What follows belongs to an exercise in optimizing a design on an open flow for small area and a short achievable clock period; a production flow would make more cautious choices.
Where RTL was checked, it was by simulation tests only, not by an equivalence proof against the original.

== the reference run ==
==> flow/design.v (excerpt) <==
module i2c_register_transfer_sequencer_top (
   input  logic       clock,
   input  logic       reset,
   input  logic       req_valid,
   output logic       req_ready,
   input  logic [1:0] req_func,
   input  logic [6:0] req_slave_address,
   input  logic [7:0] req_register_address,
   input  logic [7:0] req_byte_count,
   input  logic [7:0] req_buffer_index,
   input  logic [7:0] req_write_byte,
   input  logic       req_nack_seen,
   input  logic       req_bus_collision,
   input  logic [7:0] req_received_byte,
   output logic       rsp_valid,
   input  logic       rsp_ready,
   output logic       rsp_accepted,
   output logic [2:0] rsp_bus_action,
   output logic [7:0] rsp_tx_byte,
   output logic       rsp_rx_valid,
   output logic [7:0] rsp_rx_index,
   output logic [7:0] rsp_rx_data,
   output logic [1:0] rsp_transfer_status
);
Size: about 2200 flip-flops, roughly 88 I/O pins, ~78000 um2 of cells after synthesis.
Settings: LEC_CHECK=0, CAP_MARGIN=20, CORE_MARGIN=2, CORE_UTILIZATION=55, CTS_CLUSTER_DIAMETER=80, CTS_CLUSTER_SIZE=28, PLACE_DENSITY=0.65, SETUP_SLACK_MARGIN=4.2, SLEW_MARGIN=20, SYNTH_HIERARCHICAL=1, SYNTH_MINIMUM_KEEP_SIZE=0; clock period 7.5 ns.
run.sh (not shown) runs the stock make flow with config.mk's settings and CLKGATE_MAP_FILE= SYNTH_SCRIPT=/design/flow/synth_recipe.tcl, a recipe that flattens the netlist after the stock synthesis.
The reference run: no failed stages, no open violations at the end
[inputs] the trial run vs the reference run
--- a/flow/design.v
+++ b/flow/design.v
@@ -116,24 +116,24 @@
    logic [6:0] sa_q;
    logic [7:0] ra_q;
    logic [7:0] cnt_q;
    logic [7:0] pos_q;
    logic       rd_q;
    logic       vld_q;
    logic       acc_q;
    logic [2:0] act_q;
    logic [7:0] dat_n_q;
    logic       txs_q;
    logic       rxv_q;
-   logic [15:0] sel_lo_n_q;
-   logic [15:0] sel_hi_n_q;
+   logic [1:0][15:0] sel_lo_n_q;
+   logic [15:0]      sel_hi_n_q;
    logic accept;
    assign req_ready = !vld_q || rsp_ready;
    assign accept    = req_valid && req_ready;
    logic [15:0] wr_hi_n_q;
    logic [15:0] wr_lo_n_q;
    logic [7:0]  wd_q;
    logic        byp_q;
    logic        load_acc;
    assign load_acc = accept && (req_func == i2crts_pkg::FUNC_LOAD);
    always_ff @(posedge clock) begin
       for (int i = 0; i < 16; i++) begin
@@ -146,23 +146,23 @@
    always_ff @(posedge clock) begin
       for (int i = 0; i < 255; i++) begin
          if (!(wr_hi_n_q[i / 16] || wr_lo_n_q[i % 16])) begin
             mem_q[i] <= wd_q;
          end
       end
    end
    logic [254:0] sel;
    logic         ph_sa, ph_sr, ph_ra, ph_rx;
    always_comb begin
       for (int i = 0; i < 255; i++) begin
-         sel[i] = !(sel_hi_n_q[i / 16] || sel_lo_n_q[i % 16]);
+         sel[i] = !(sel_hi_n_q[i / 16] || sel_lo_n_q[i / 128][i % 16]);
       end
    end
    assign ph_sa = (ph_q == PH_SEND_ADDR);
    assign ph_sr = (ph_q == PH_SEND_REG);
    assign ph_ra = (ph_q == PH_READ_ADDR);
    assign ph_rx = (ph_q == PH_RX_BYTE);
    logic [7:0] dat_n_d;
    for (genvar b = 0; b < 8; b++) begin : g_lane
       logic [84:0] n;
       logic        o1, o2;
       for (genvar k = 0; k < 85; k++) begin : g_aoi
@@ -347,23 +347,24 @@
       end
       if (accept) begin
          pos_q <= pos_d;
          for (int i = 0; i < 16; i++) begin
             sel_hi_n_q[i] <= (pos_d[7:4] != 4'(i));
          end
       end
       if (reset) begin
          sel_lo_n_q <= '1;
       end else if (accept) begin
          for (int i = 0; i < 16; i++) begin
-            sel_lo_n_q[i] <= (ph_d != PH_SEND_DATA) || (pos_d[3:0] != 4'(i));
+            sel_lo_n_q[0][i] <= (ph_d != PH_SEND_DATA) || pos_d[7] || (pos_d[3:0] != 4'(i));
+            sel_lo_n_q[1][i] <= (ph_d != PH_SEND_DATA) || !pos_d[7] || (pos_d[3:0] != 4'(i));
          end
       end
       if (accept && start_d) begin
          sa_q  <= req_slave_address;
          ra_q  <= req_register_address;
          cnt_q <= req_byte_count;
          rd_q  <= req_func[1];
       end
       if (req_ready) begin
          acc_q   <= acc_d;
          act_q   <= act_d;
Results
From the reference run to the trial run the numbers moved as follows: clock skew climbed 6.8 ps; y dimension of the die rose by 0.49%; net count of the finished layout saw an increase; cell depth of the worst min-delay path fell by 1. Comparing the trial run and the reference run, the lower detailed-route via count is on the reference run. Looking only at global-route wire length before repair, and setting everything else aside, the higher value of the trial run and the reference run goes to the trial run. Compared with the reference run, the trial run shows transition time at the pin with the least slew margin lower by 12 ps. Looking at setup slack, the trial run sits 26 ps below the reference run. Re final period demand of the worst path: the reference run was lower than the trial run. Taking the reference run as the reference point, the synthesized area of the trial run rises by about 1%. Compared with the reference run, the trial run shows a number of flip-flops and latches in the synthesized netlist that is 16 higher.
Function not checked in the trial run: the RTL went through the layout flow alone.

[re-timing with driven ports]
The results above use ideal ports. As a check the final layouts listed here were re-extracted and re-timed, cells and wires unchanged.
Step 1 sets driving cells, clkbuf_16 on the clock port and buf_2 on the other inputs (assumed; they add their load-dependent delay and slew).
Step 2 also shifts input and output timing later by t, the mid clock arrival at the registers, as if the neighbouring blocks saw the same clock.
a / b / c = ideal / step 1 / step 2; a / b = the first two.
run	t (ns)	setup slack, ns	latest minus earliest clock arrival (ns)
the reference run	0.814	4.133 / 4.098 / 3.534	0.052 / 0.052
the trial run	0.822	4.107 / 4.061 / 3.623	0.053 / 0.053
After both steps setup and hold are still met in every run listed. For the reference run, which loses most, drivers alone change the setup slack by -0.035 ns; drivers and shift together by -0.599 ns.
